This design comes from an exercise in tuning for small area and a short achievable clock period on the open sky130 flow, not from production work.
Function was checked by simulation only, so behaviour that the tests miss may differ from the original.
No activity file was given, so power comes from the tool's default toggle rates.

before:
==> flow/design.v <==
package pwl_func_pkg;
  localparam int SEG_BITS  = 4;
  localparam int FRAC_BITS = 8;
  localparam int N_SEG     = 1 << SEG_BITS;
  localparam int SPAN      = 1 << (SEG_BITS + FRAC_BITS);
  typedef enum logic {INIT = 1'b0, RUN = 1'b1} state_t;
  typedef enum logic {SEL_OFFSET = 1'b0, SEL_SLOPE = 1'b1} cfg_sel_t;
  function automatic logic signed [31:0] sat_to_out(input logic signed [31:0] v, input int ow);
    logic signed [31:0] hi, lo;
    hi = (32'sd1 <<< (ow - 1)) - 32'sd1;
    lo = -hi - 32'sd1;
    if (v > hi)      sat_to_out = hi;
    else if (v < lo) sat_to_out = lo;
    else             sat_to_out = v;
  endfunction
endpackage
module pwl_coef_ram #(
  parameter int CW = 18,
  parameter int NW = 64,
  parameter int NG = 2
) (
  input  logic             clk,
  input  logic             clr,
  input  logic [NW-1:0]    we_off,
  input  logic [NW-1:0]    we_slope,
  input  logic [CW-1:0]    wdata,
  input  logic [NW-1:0]    rsel_off,
  input  logic [NW-1:0]    rsel_slope,
  input  logic             fwd_off,
  input  logic             fwd_slope,
  input  logic [CW-1:0]    fdata,
  output logic [NG-1:0][CW-1:0] rd_off,
  output logic [NG-1:0][CW-1:0] rd_slope
);
  localparam int GW = NW / NG;
  logic [NW-1:0][CW-1:0] m_off, m_slope;
  logic [CW-1:0] wd;
  assign wd = clr ? '0 : wdata;
  always_ff @(posedge clk) begin
    for (int i = 0; i < NW; i++) begin
      if (clr | we_off[i])   m_off[i]   <= wd;
      if (clr | we_slope[i]) m_slope[i] <= wd;
    end
  end
  always_comb begin
    for (int g = 0; g < NG; g++) begin
      rd_off[g]   = (g == 0) ? (fdata & {CW{fwd_off}})   : '0;
      rd_slope[g] = (g == 0) ? (fdata & {CW{fwd_slope}}) : '0;
      for (int i = g * GW; i < (g + 1) * GW; i++) begin
        rd_off[g]   = rd_off[g]   | (m_off[i]   & {CW{rsel_off[i]}});
        rd_slope[g] = rd_slope[g] | (m_slope[i] & {CW{rsel_slope[i]}});
      end
    end
  end
endmodule
module pwl_func_mc #(
  parameter int N_CH       = 4,
  parameter int IN_WIDTH   = 16,
  parameter int SEG_BITS   = 4,
  parameter int FRAC_BITS  = 8,
  parameter int X_MIN      = -2048,
  parameter int COEF_WIDTH = 18,
  parameter int OUT_WIDTH  = 16
) (
  input  logic                  clk,
  input  logic                  rst,
  input  logic                  in_valid,
  output logic                  in_ready,
  input  logic [$clog2(N_CH)-1:0] in_ch,
  input  logic [IN_WIDTH-1:0]   in_,
  output logic                  out_valid,
  input  logic                  out_ready,
  output logic [$clog2(N_CH)-1:0] out_ch,
  output logic [OUT_WIDTH-1:0]  out,
  output logic [1:0]            out_flags,
  input  logic                  cfg_we,
  output logic                  cfg_ready,
  input  logic [$clog2(N_CH)-1:0] cfg_ch,
  input  logic                  cfg_sel,
  input  logic [SEG_BITS-1:0]   cfg_addr,
  input  logic [COEF_WIDTH-1:0] cfg_data
);
  localparam int CHW    = (N_CH > 1) ? $clog2(N_CH) : 1;
  localparam int AW     = CHW + SEG_BITS;
  localparam int NW     = 1 << AW;
  localparam int STAGES = 3;
  localparam int CW     = COEF_WIDTH;
  localparam int SW     = COEF_WIDTH + 1;           
  localparam int AccW   = SW + FRAC_BITS;           
  localparam int ND     = FRAC_BITS / 2;            
  localparam logic [0:0] ST_INIT = pwl_func_pkg::INIT;
  localparam logic [0:0] ST_RUN  = pwl_func_pkg::RUN;
  logic [0:0]          state;
  logic [SEG_BITS-1:0] cnt;
  logic                run, init, stall, in_fire;
  logic [STAGES:1]     vld_pipe;
  assign run   = (state == ST_RUN);
  assign init  = (state == ST_INIT);
  assign stall = vld_pipe[STAGES] & ~out_ready;
  logic rdy_idle;
  assign in_ready  = rdy_idle | (run & out_ready);
  assign cfg_ready = run_o;
  assign out_valid = vld_pipe[STAGES];
  assign in_fire = in_valid & in_ready;
  always_ff @(posedge clk) begin
    if (rst) begin
      state <= ST_INIT;
      cnt   <= '0;
    end else if (init) begin
      cnt <= cnt + 1'b1;
      if (&cnt) state <= ST_RUN;
    end
  end
  logic run_o;
  always_ff @(posedge clk) begin
    if (rst)                run_o <= 1'b0;
    else if (init & (&cnt)) run_o <= 1'b1;
  end
  always_ff @(posedge clk) begin
    if (rst)         vld_pipe <= '0;
    else if (!stall) vld_pipe <= {vld_pipe[STAGES-1:1], in_fire};
  end
  always_ff @(posedge clk) begin
    if (rst) rdy_idle <= 1'b0;
    else     rdy_idle <= (run | (init & (&cnt))) & (stall ? ~vld_pipe[STAGES] : ~vld_pipe[STAGES-1]);
  end
  localparam int XW = SEG_BITS + FRAC_BITS;
  logic [SEG_BITS-1:0]  in_seg;
  logic [FRAC_BITS-1:0] in_frac;
  logic                 in_clamp, in_sgn;
  assign in_sgn   = in_[IN_WIDTH-1];
  assign in_clamp = (in_[IN_WIDTH-1:XW-1] != '0) & (in_[IN_WIDTH-1:XW-1] != '1);
  assign in_seg   = {~in_sgn, in_clamp ? {(SEG_BITS-1){~in_sgn}} : in_[FRAC_BITS +: SEG_BITS-1]};
  assign in_frac  = in_clamp ? {FRAC_BITS{~in_sgn}} : in_[FRAC_BITS-1:0];
  logic [ND-1:0] in_one, in_two, in_neg;
  logic          in_top;
  always_comb begin
    for (int i = 0; i < ND; i++) begin
      logic b2, b1, b0;
      b2 = in_frac[2*i+1];
      b1 = in_frac[2*i];
      b0 = (i == 0) ? 1'b0 : in_frac[2*i-1];
      in_one[i] = b1 ^ b0;
      in_two[i] = (b2 & ~b1 & ~b0) | (~b2 & b1 & b0);
      in_neg[i] = b2 & ~(b1 & b0);
    end
    in_top = in_frac[FRAC_BITS-1];
  end
  logic [NW-1:0] we_off, we_slope, rsel;
  localparam int NG = 2;                            
  logic [NG-1:0][CW-1:0] rd_off, rd_slope;
  logic [AW-1:0] cfg_a, in_a, s1_a;
  logic          cfg_w;
  assign cfg_a = {cfg_ch, cfg_addr};
  assign in_a  = {in_ch, in_seg};
  assign cfg_w = cfg_we & run;
  logic hit_in_off, hit_in_slope, hit_s1_off, hit_s1_slope;
  logic take_off, take_slope, en_off, en_slope;
  assign hit_in_off   = cfg_w & (cfg_a == in_a) & (cfg_sel != pwl_func_pkg::SEL_SLOPE);
  assign hit_in_slope = cfg_w & (cfg_a == in_a) & (cfg_sel == pwl_func_pkg::SEL_SLOPE);
  assign hit_s1_off   = cfg_w & (cfg_a == s1_a) & (cfg_sel != pwl_func_pkg::SEL_SLOPE);
  assign hit_s1_slope = cfg_w & (cfg_a == s1_a) & (cfg_sel == pwl_func_pkg::SEL_SLOPE);
  assign take_off     = stall | hit_in_off;
  assign take_slope   = stall | hit_in_slope;
  assign en_off       = ~stall | hit_s1_off;
  assign en_slope     = ~stall | hit_s1_slope;
  for (genvar w = 0; w < NW; w++) begin : g_w
    assign we_off[w]   = cfg_we & (cfg_a == AW'(w)) & (cfg_sel != pwl_func_pkg::SEL_SLOPE);
    assign we_slope[w] = cfg_we & (cfg_a == AW'(w)) & (cfg_sel == pwl_func_pkg::SEL_SLOPE);
    assign rsel[w]     = (in_a == AW'(w));
  end
  pwl_coef_ram #(.CW(CW), .NW(NW), .NG(NG)) u_ram (
    .clk(clk), .clr(init), .we_off(we_off), .we_slope(we_slope), .wdata(cfg_data),
    .rsel_off(rsel & {NW{~take_off}}), .rsel_slope(rsel & {NW{~take_slope}}),
    .fwd_off(take_off), .fwd_slope(take_slope), .fdata(cfg_data),
    .rd_off(rd_off), .rd_slope(rd_slope)
  );
  logic [CHW-1:0]  s1_ch, s2_ch;
  logic [NG-1:0][CW-1:0] s1_offp, s1_slopep;
  logic [CW-1:0]   s1_off, s1_slope;
  logic [ND-1:0]   s1_one, s1_two, s1_neg;
  logic            s1_top, s1_clamp, s2_clamp;
  assign s1_ch = s1_a[AW-1 -: CHW];
  always_comb begin
    s1_off   = '0;
    s1_slope = '0;
    for (int g = 0; g < NG; g++) begin
      s1_off   = s1_off   | s1_offp[g];
      s1_slope = s1_slope | s1_slopep[g];
    end
  end
  always_ff @(posedge clk) begin
    if (!stall) begin
      s1_a     <= in_a;
      s1_one   <= in_one;
      s1_two   <= in_two;
      s1_neg   <= in_neg;
      s1_top   <= in_top;
      s1_clamp <= in_clamp;
    end
    if (en_off)   s1_offp   <= rd_off;
    if (en_slope) s1_slopep <= rd_slope;
  end
  localparam int RW = CW + 1;
  function automatic logic [AccW-1:0] booth_row(input logic [CW-1:0] s, input logic one,
                                                input logic two, input logic neg);
    logic [RW-1:0] m;
    m = one ? {s[CW-1], s} : (two ? {s, 1'b0} : '0);
    booth_row = AccW'({~(m[RW-1] ^ neg), m[RW-2:0] ^ {(RW-1){neg}}});
  endfunction
  logic [AccW-1:0] r [6];
  logic [AccW-1:0] e0;
  logic [CW-1:0]   g;
  always_comb begin
    e0 = booth_row(s1_slope, s1_one[0], s1_two[0], s1_neg[0]);
    r[0] = AccW'(e0[RW-2:0]);
    r[0][RW-1] = ~e0[RW-1];
    r[0][RW]   = ~e0[RW-1];
    r[0][RW+1] = e0[RW-1];
    r[0][RW+2] = 1'b1;
    r[0][RW+4] = 1'b1;
    r[0][RW+6] = 1'b1;
    for (int i = 1; i < ND; i++) begin
      r[i] = booth_row(s1_slope, s1_one[i], s1_two[i], s1_neg[i]) << (2*i);
      r[i][2*(i-1)] = s1_neg[i-1];
    end
    g = s1_slope & {CW{s1_top}};
    r[ND] = AccW'({~g[CW-1], g[CW-2:0]}) << FRAC_BITS;
    r[ND][2*(ND-1)] = s1_neg[ND-1];
    r[ND+1] = AccW'({~s1_off[CW-1], s1_off[CW-2:0]}) << FRAC_BITS;
  end
  function automatic logic [2*AccW-1:0] csa(input logic [AccW-1:0] a, input logic [AccW-1:0] b,
                                            input logic [AccW-1:0] c);
    logic [AccW-1:0] s, cy;
    s  = a ^ b ^ c;
    cy = ((a & b) | (a & c) | (b & c)) << 1;
    csa = {cy, s};
  endfunction
  logic [AccW-1:0] sa, ca, sb, cb, sc, cc, sd, cd;
  assign {ca, sa} = csa(r[0], r[1], r[2]);
  assign {cb, sb} = csa(r[3], r[4], r[5]);
  assign {cc, sc} = csa(sa, ca, sb);
  assign {cd, sd} = csa(sc, cc, cb);
  logic [AccW-1:0] s2_ps, s2_pc;
  always_ff @(posedge clk) begin
    if (!stall) begin
      s2_ps    <= sd;
      s2_pc    <= cd;
      s2_ch    <= s1_ch;
      s2_clamp <= s1_clamp;
    end
  end
  logic [AccW-1:0]    acc;
  logic [SW-1:0]      sum;
  logic signed [31:0] clip;
  logic               sat;
  assign acc  = s2_ps + s2_pc;
  assign sum  = acc[FRAC_BITS +: SW];
  assign clip = pwl_func_pkg::sat_to_out(32'($signed(sum)), OUT_WIDTH);
  assign sat  = (clip != 32'($signed(sum)));
  always_ff @(posedge clk) begin
    if (!stall) begin
      out       <= clip[OUT_WIDTH-1:0];
      out_ch    <= s2_ch;
      out_flags <= {sat, s2_clamp};
    end
  end
endmodule
Settings: LEC_CHECK=0, CAP_MARGIN=20, CORE_MARGIN=2, CORE_UTILIZATION=50, CTS_BUF_LIST=sky130_fd_sc_hd__clkbuf_16, CTS_CLUSTER_DIAMETER=100, CTS_CLUSTER_SIZE=25, PLACE_DENSITY=0.65, SETUP_SLACK_MARGIN=4.55, SLEW_MARGIN=20; clock period 8.2 ns.
run.sh (not shown) runs the stock make flow with config.mk's settings and CLKGATE_MAP_FILE= SYNTH_SCRIPT=/design/flow/synth_recipe.tcl, a recipe that flattens the netlist after the stock synthesis.
Here is what was changed in the inputs of after compared with before.
diff --git a/flow/design.v b/flow/design.v
--- a/flow/design.v
+++ b/flow/design.v
@@ -22,15 +22,11 @@
   input  logic             clk,
   input  logic             clr,
   input  logic [NW-1:0]    we_off,
   input  logic [NW-1:0]    we_slope,
   input  logic [CW-1:0]    wdata,
-  input  logic [NW-1:0]    rsel_off,
-  input  logic [NW-1:0]    rsel_slope,
-  input  logic             fwd_off,
-  input  logic             fwd_slope,
-  input  logic [CW-1:0]    fdata,
+  input  logic [NW-1:0]    rsel,
   output logic [NG-1:0][CW-1:0] rd_off,
   output logic [NG-1:0][CW-1:0] rd_slope
 );
   localparam int GW = NW / NG;
   logic [NW-1:0][CW-1:0] m_off, m_slope;
@@ -42,15 +38,15 @@
       if (clr | we_slope[i]) m_slope[i] <= wd;
     end
   end
   always_comb begin
     for (int g = 0; g < NG; g++) begin
-      rd_off[g]   = (g == 0) ? (fdata & {CW{fwd_off}})   : '0;
-      rd_slope[g] = (g == 0) ? (fdata & {CW{fwd_slope}}) : '0;
+      rd_off[g]   = '0;
+      rd_slope[g] = '0;
       for (int i = g * GW; i < (g + 1) * GW; i++) begin
-        rd_off[g]   = rd_off[g]   | (m_off[i]   & {CW{rsel_off[i]}});
-        rd_slope[g] = rd_slope[g] | (m_slope[i] & {CW{rsel_slope[i]}});
+        rd_off[g]   = rd_off[g]   | (m_off[i]   & {CW{rsel[i]}});
+        rd_slope[g] = rd_slope[g] | (m_slope[i] & {CW{rsel[i]}});
       end
     end
   end
 endmodule
 module pwl_func_mc #(
@@ -169,13 +165,11 @@
     assign we_slope[w] = cfg_we & (cfg_a == AW'(w)) & (cfg_sel == pwl_func_pkg::SEL_SLOPE);
     assign rsel[w]     = (in_a == AW'(w));
   end
   pwl_coef_ram #(.CW(CW), .NW(NW), .NG(NG)) u_ram (
     .clk(clk), .clr(init), .we_off(we_off), .we_slope(we_slope), .wdata(cfg_data),
-    .rsel_off(rsel & {NW{~take_off}}), .rsel_slope(rsel & {NW{~take_slope}}),
-    .fwd_off(take_off), .fwd_slope(take_slope), .fdata(cfg_data),
-    .rd_off(rd_off), .rd_slope(rd_slope)
+    .rsel(rsel), .rd_off(rd_off), .rd_slope(rd_slope)
   );
   logic [CHW-1:0]  s1_ch, s2_ch;
   logic [NG-1:0][CW-1:0] s1_offp, s1_slopep;
   logic [CW-1:0]   s1_off, s1_slope;
   logic [ND-1:0]   s1_one, s1_two, s1_neg;
@@ -196,12 +190,14 @@
       s1_two   <= in_two;
       s1_neg   <= in_neg;
       s1_top   <= in_top;
       s1_clamp <= in_clamp;
     end
-    if (en_off)   s1_offp   <= rd_off;
-    if (en_slope) s1_slopep <= rd_slope;
+    for (int g = 0; g < NG; g++) begin
+      if (en_off)   s1_offp[g]   <= take_off   ? ((g == 0) ? cfg_data : '0) : rd_off[g];
+      if (en_slope) s1_slopep[g] <= take_slope ? ((g == 0) ? cfg_data : '0) : rd_slope[g];
+    end
   end
   localparam int RW = CW + 1;
   function automatic logic [AccW-1:0] booth_row(input logic [CW-1:0] s, input logic one,
                                                 input logic two, input logic neg);
     logic [RW-1:0] m;
Looking at final antenna diode count across before and after, the one that comes out lower is after.
Of after and before, it is after that has the lower instance count of the mapped netlist.
Cmp after vs before: area overhead of the layout relative to synthesis lower in after
after: pin count of the biggest net entering global routing higher than before
When after is set beside before, its final instance area turns out to be 1600 sq um smaller.
Min detailed-routing wirelength on met1 across before and after: after
after vs. before: synthesized area went down by about 1.1%.
The higher switching portion of total power came out of before.

-- separate check: timing with driven ports --
Ports are ideal in the flow. The routed layouts listed here were re-timed in OpenROAD. Step 1, drivers: a clkbuf_16 drives clk and a buf_2 each remaining input, both assumed. Step 2 times the ports against the registers' clock, not the clock port: input delays grow and output delays shrink by t, the midpoint of the rising clock arrivals with the driver on. Slacks: no drivers / after step 1 / after step 2; pairs: no drivers / after step 1.
run | t (ns) | setup slack, ns | cell pins on the clock port's net
before | 0.881 | 4.261 / 4.266 / 3.384 | 1
after | 0.882 | 4.396 / 4.270 / 3.388 | 1
After both steps setup and hold are still met in every run listed. The setup slack of after, which loses most, moves by -0.126 ns with the drivers and by -1.008 ns with both steps.
